Source: an optimization exercise on an open RTL-to-GDS flow (aim: small area, a short achievable clock period and few clock cycles per item). Production flows keep margins and buffers that such runs may drop.
RTL that was checked went through simulation tests only; none was proved equivalent to the original.
Power and IR drop assume default switching activity.

==> module orr_datapath, before the edit <==
module orr_datapath (
  input  logic                          clk,
  input  logic                          rst,
  input  logic                          exec,
  input  logic [1:0]                    cmd_q,
  input  logic [orr_pkg::ID_BITS-1:0]   id_q,
  input  logic [orr_pkg::PRIO_BITS-1:0] prio_q,
  output logic [1:0]                    res_status,
  output logic [orr_pkg::ID_BITS-1:0]   res_id,
  output logic                          res_valid
);
  localparam int N  = orr_pkg::MAX_THREADS;
  localparam int IW = orr_pkg::ID_BITS;
  localparam int PW = orr_pkg::PRIO_BITS;
  logic [N-1:0][IW-1:0] slot_id;
  logic [N-1:0][PW-1:0] slot_prio;
  logic [N-1:0]         slot_valid;
  logic [N-1:0]         slot_mark;
  logic [N-1:0]         hit, le, hit_pre;
  logic                 found, full, mark_hit, mark_last, any_mark;
  logic                 do_add, do_rem, do_sched;
  logic [N-1:0]         sel_new, sel_up, sel_dn;
  logic [N-1:0]         mark_sched;
  logic [IW-1:0]        sched_id;
  always_comb begin
    for (int i = 0; i < N; i++) begin
      hit[i] = slot_valid[i] && (slot_id[i] == id_q);
      le[i]  = slot_valid[i] && (slot_prio[i] <= prio_q);
    end
  end
  always_comb begin
    hit_pre[0] = hit[0];
    for (int i = 1; i < N; i++) hit_pre[i] = hit_pre[i-1] | hit[i];
  end
  assign found     = |hit;
  assign full      = slot_valid[N-1];
  assign mark_hit  = |(hit & slot_mark);
  assign any_mark  = |slot_mark;
  assign mark_last = |(slot_mark & ~{1'b0, slot_valid[N-1:1]});
  assign do_add   = exec && (cmd_q == orr_pkg::CMD_ADD) && !found && !full;
  assign do_rem   = exec && (cmd_q == orr_pkg::CMD_REMOVE);
  assign do_sched = exec && (cmd_q == orr_pkg::CMD_SCHED);
  always_comb begin
    for (int i = 0; i < N; i++) begin
      sel_new[i] = do_add && !le[i] && ((i == 0) || le[(i == 0) ? 0 : i-1]);
      sel_up[i]  = do_add && (i != 0) && !le[(i == 0) ? 0 : i-1];
      sel_dn[i]  = do_rem && hit_pre[i];
    end
  end
  always_comb begin
    mark_sched[0] = !any_mark || mark_last;
    for (int i = 1; i < N; i++) mark_sched[i] = slot_mark[i-1] && slot_valid[i];
  end
  always_comb begin
    sched_id = '0;
    for (int i = 0; i < N; i++) sched_id = sched_id | ({IW{mark_sched[i]}} & slot_id[i]);
  end
  logic [N-1:0] sel_hold;
  logic [N-1:0][IW-1:0] id_up, id_dn, id_nx;
  logic [N-1:0][PW-1:0] pr_up, pr_dn, pr_nx;
  always_comb begin
    for (int i = 0; i < N; i++) begin
      sel_hold[i] = !(sel_new[i] || sel_up[i] || (sel_dn[i] && (i != N-1)));
      id_up[i] = (i == 0)   ? '0 : slot_id[(i == 0) ? 0 : i-1];
      pr_up[i] = (i == 0)   ? '0 : slot_prio[(i == 0) ? 0 : i-1];
      id_dn[i] = (i == N-1) ? '0 : slot_id[(i == N-1) ? N-1 : i+1];
      pr_dn[i] = (i == N-1) ? '0 : slot_prio[(i == N-1) ? N-1 : i+1];
      id_nx[i] = ({IW{sel_hold[i]}} & slot_id[i]) | ({IW{sel_new[i]}} & id_q) |
                 ({IW{sel_up[i]}} & id_up[i]) | ({IW{sel_dn[i]}} & id_dn[i]);
      pr_nx[i] = ({PW{sel_hold[i]}} & slot_prio[i]) | ({PW{sel_new[i]}} & prio_q) |
                 ({PW{sel_up[i]}} & pr_up[i]) | ({PW{sel_dn[i]}} & pr_dn[i]);
    end
  end
  always_ff @(posedge clk) begin
    slot_id   <= id_nx;
    slot_prio <= pr_nx;
  end
  always_ff @(posedge clk) begin
    if (rst) begin
      slot_valid <= '0;
      slot_mark  <= '0;
    end else begin
      for (int i = 0; i < N; i++) begin
        if (sel_new[i]) begin
          slot_valid[i] <= 1'b1;
          slot_mark[i]  <= 1'b0;
        end else if (sel_up[i]) begin
          slot_valid[i] <= slot_valid[(i == 0) ? 0 : i-1];
          slot_mark[i]  <= slot_mark[(i == 0) ? 0 : i-1];
        end else if (sel_dn[i]) begin
          slot_valid[i] <= (i == N-1) ? 1'b0 : slot_valid[(i == N-1) ? N-1 : i+1];
          slot_mark[i]  <= ((i == N-1) ? 1'b0 : slot_mark[(i == N-1) ? N-1 : i+1]) ||
                           (mark_hit && (i != N-1) && hit[(i == N-1) ? N-1 : i+1]) ||
                           (mark_hit && hit[0] && (i < N-1) &&
                            slot_valid[(i >= N-1) ? N-1 : i+1] &&
                            ((i >= N-2) ? 1'b1 : !slot_valid[(i >= N-2) ? N-1 : i+2]));
        end else if (do_rem) begin
          slot_mark[i]  <= slot_mark[i] ||
                           (mark_hit && (i != N-1) && hit[(i == N-1) ? N-1 : i+1]);
        end else if (do_sched) begin
          slot_mark[i]  <= mark_sched[i] && slot_valid[0];
        end
      end
    end
  end
  always_ff @(posedge clk) begin
    if (rst) begin
      res_valid <= 1'b0;
      res_id    <= '0;
    end else if (do_rem && mark_hit) begin
      res_valid <= 1'b0;
      res_id    <= '0;
    end else if (do_sched) begin
      res_valid <= slot_valid[0];
      res_id    <= slot_valid[0] ? sched_id : '0;
    end
  end
  always_ff @(posedge clk) begin
    if (exec) begin
      case (cmd_q)
        orr_pkg::CMD_ADD:    res_status <= found ? orr_pkg::ST_PRESENT :
                                           full  ? orr_pkg::ST_FULL : orr_pkg::ST_OK;
        orr_pkg::CMD_REMOVE: res_status <= found ? orr_pkg::ST_OK : orr_pkg::ST_NOT_FOUND;
        default:             res_status <= orr_pkg::ST_OK;
      endcase
    end
  end
endmodule
make LEC_CHECK=0 CAP_MARGIN=20 CORE_MARGIN=2 CORE_UTILIZATION=40 SETUP_SLACK_MARGIN=2.5 SLEW_MARGIN=20 finish   # period 6.0 ns
run.sh (not shown) runs the stock make flow with config.mk's settings and CLKGATE_MAP_FILE= SYNTH_SCRIPT=/design/flow/synth_recipe.tcl, a recipe that flattens the netlist after the stock synthesis.
Next try:
--- a/flow/design.v
+++ b/flow/design.v
@@ -144,23 +144,17 @@
     for (int i = 0; i < N; i++) sched_id = sched_id | ({IW{mark_sched[i]}} & slot_id[i]);
   end
-  logic [N-1:0] sel_hold;
-  logic [N-1:0][IW-1:0] id_up, id_dn, id_nx;
-  logic [N-1:0][PW-1:0] pr_up, pr_dn, pr_nx;
-  always_comb begin
+  always_ff @(posedge clk) begin
     for (int i = 0; i < N; i++) begin
-      sel_hold[i] = !(sel_new[i] || sel_up[i] || (sel_dn[i] && (i != N-1)));
-      id_up[i] = (i == 0)   ? '0 : slot_id[(i == 0) ? 0 : i-1];
-      pr_up[i] = (i == 0)   ? '0 : slot_prio[(i == 0) ? 0 : i-1];
-      id_dn[i] = (i == N-1) ? '0 : slot_id[(i == N-1) ? N-1 : i+1];
-      pr_dn[i] = (i == N-1) ? '0 : slot_prio[(i == N-1) ? N-1 : i+1];
-      id_nx[i] = ({IW{sel_hold[i]}} & slot_id[i]) | ({IW{sel_new[i]}} & id_q) |
-                 ({IW{sel_up[i]}} & id_up[i]) | ({IW{sel_dn[i]}} & id_dn[i]);
-      pr_nx[i] = ({PW{sel_hold[i]}} & slot_prio[i]) | ({PW{sel_new[i]}} & prio_q) |
-                 ({PW{sel_up[i]}} & pr_up[i]) | ({PW{sel_dn[i]}} & pr_dn[i]);
-    end
-  end
-  always_ff @(posedge clk) begin
-    slot_id   <= id_nx;
-    slot_prio <= pr_nx;
+      if (sel_new[i]) begin
+        slot_id[i]   <= id_q;
+        slot_prio[i] <= prio_q;
+      end else if (sel_up[i]) begin
+        slot_id[i]   <= slot_id[(i == 0) ? 0 : i-1];
+        slot_prio[i] <= slot_prio[(i == 0) ? 0 : i-1];
+      end else if (sel_dn[i] && (i != N-1)) begin
+        slot_id[i]   <= slot_id[(i == N-1) ? N-1 : i+1];
+        slot_prio[i] <= slot_prio[(i == N-1) ? N-1 : i+1];
+      end
+    end
   end
   always_ff @(posedge clk) begin
After rerunning:
- cell count climbs by 8.1%
- cell area increases by 12%
- clock-buffer cell count shrinks by 5
- power is lower by 17%
- global-route usage goes up by 2.5 points
- synthesized area grows by 8.7%
- non-clock buffer count goes up by 33
- critical path depth fell by 2
- setup slack improves by 0.055 ns
- sequential power came out lower by 21%
- fmax increases by 1.6%
- hold slack is about the same
- clock skew climbs by 0.010 ns
Testbench counts after the change, summed over its fixed seeds: cycles 24,016, items 24,000.
Only the layout flow was run in the first run of this note; the RTL was not checked for function there.

[re-timing with driven ports]
No port has a modelled driver above. Below, the same layouts with a new extraction and two added sets of constraints. Step 1 assumes that a clkbuf_16 drives the clock port and a buf_2 every other input. Step 2 times the ports against the registers' clock, not the clock port: input delays grow and output delays shrink by t, the midpoint of the rising clock arrivals with the driver on. a / b / c = ideal ports / drivers / drivers and shift; a / b = the first two.
run | t, ns | setup WS [ns] | hold slack, ns | worst setup path after step 2
the first run | 0.637 | 2.484 / 2.484 / 2.484 | 0.456 / 0.456 / 0.456 | register to register
the second run | 0.649 | 2.538 / 2.538 / 2.538 | 0.455 / 0.455 / 0.455 | register to register
After both steps every run listed still meets setup and hold.
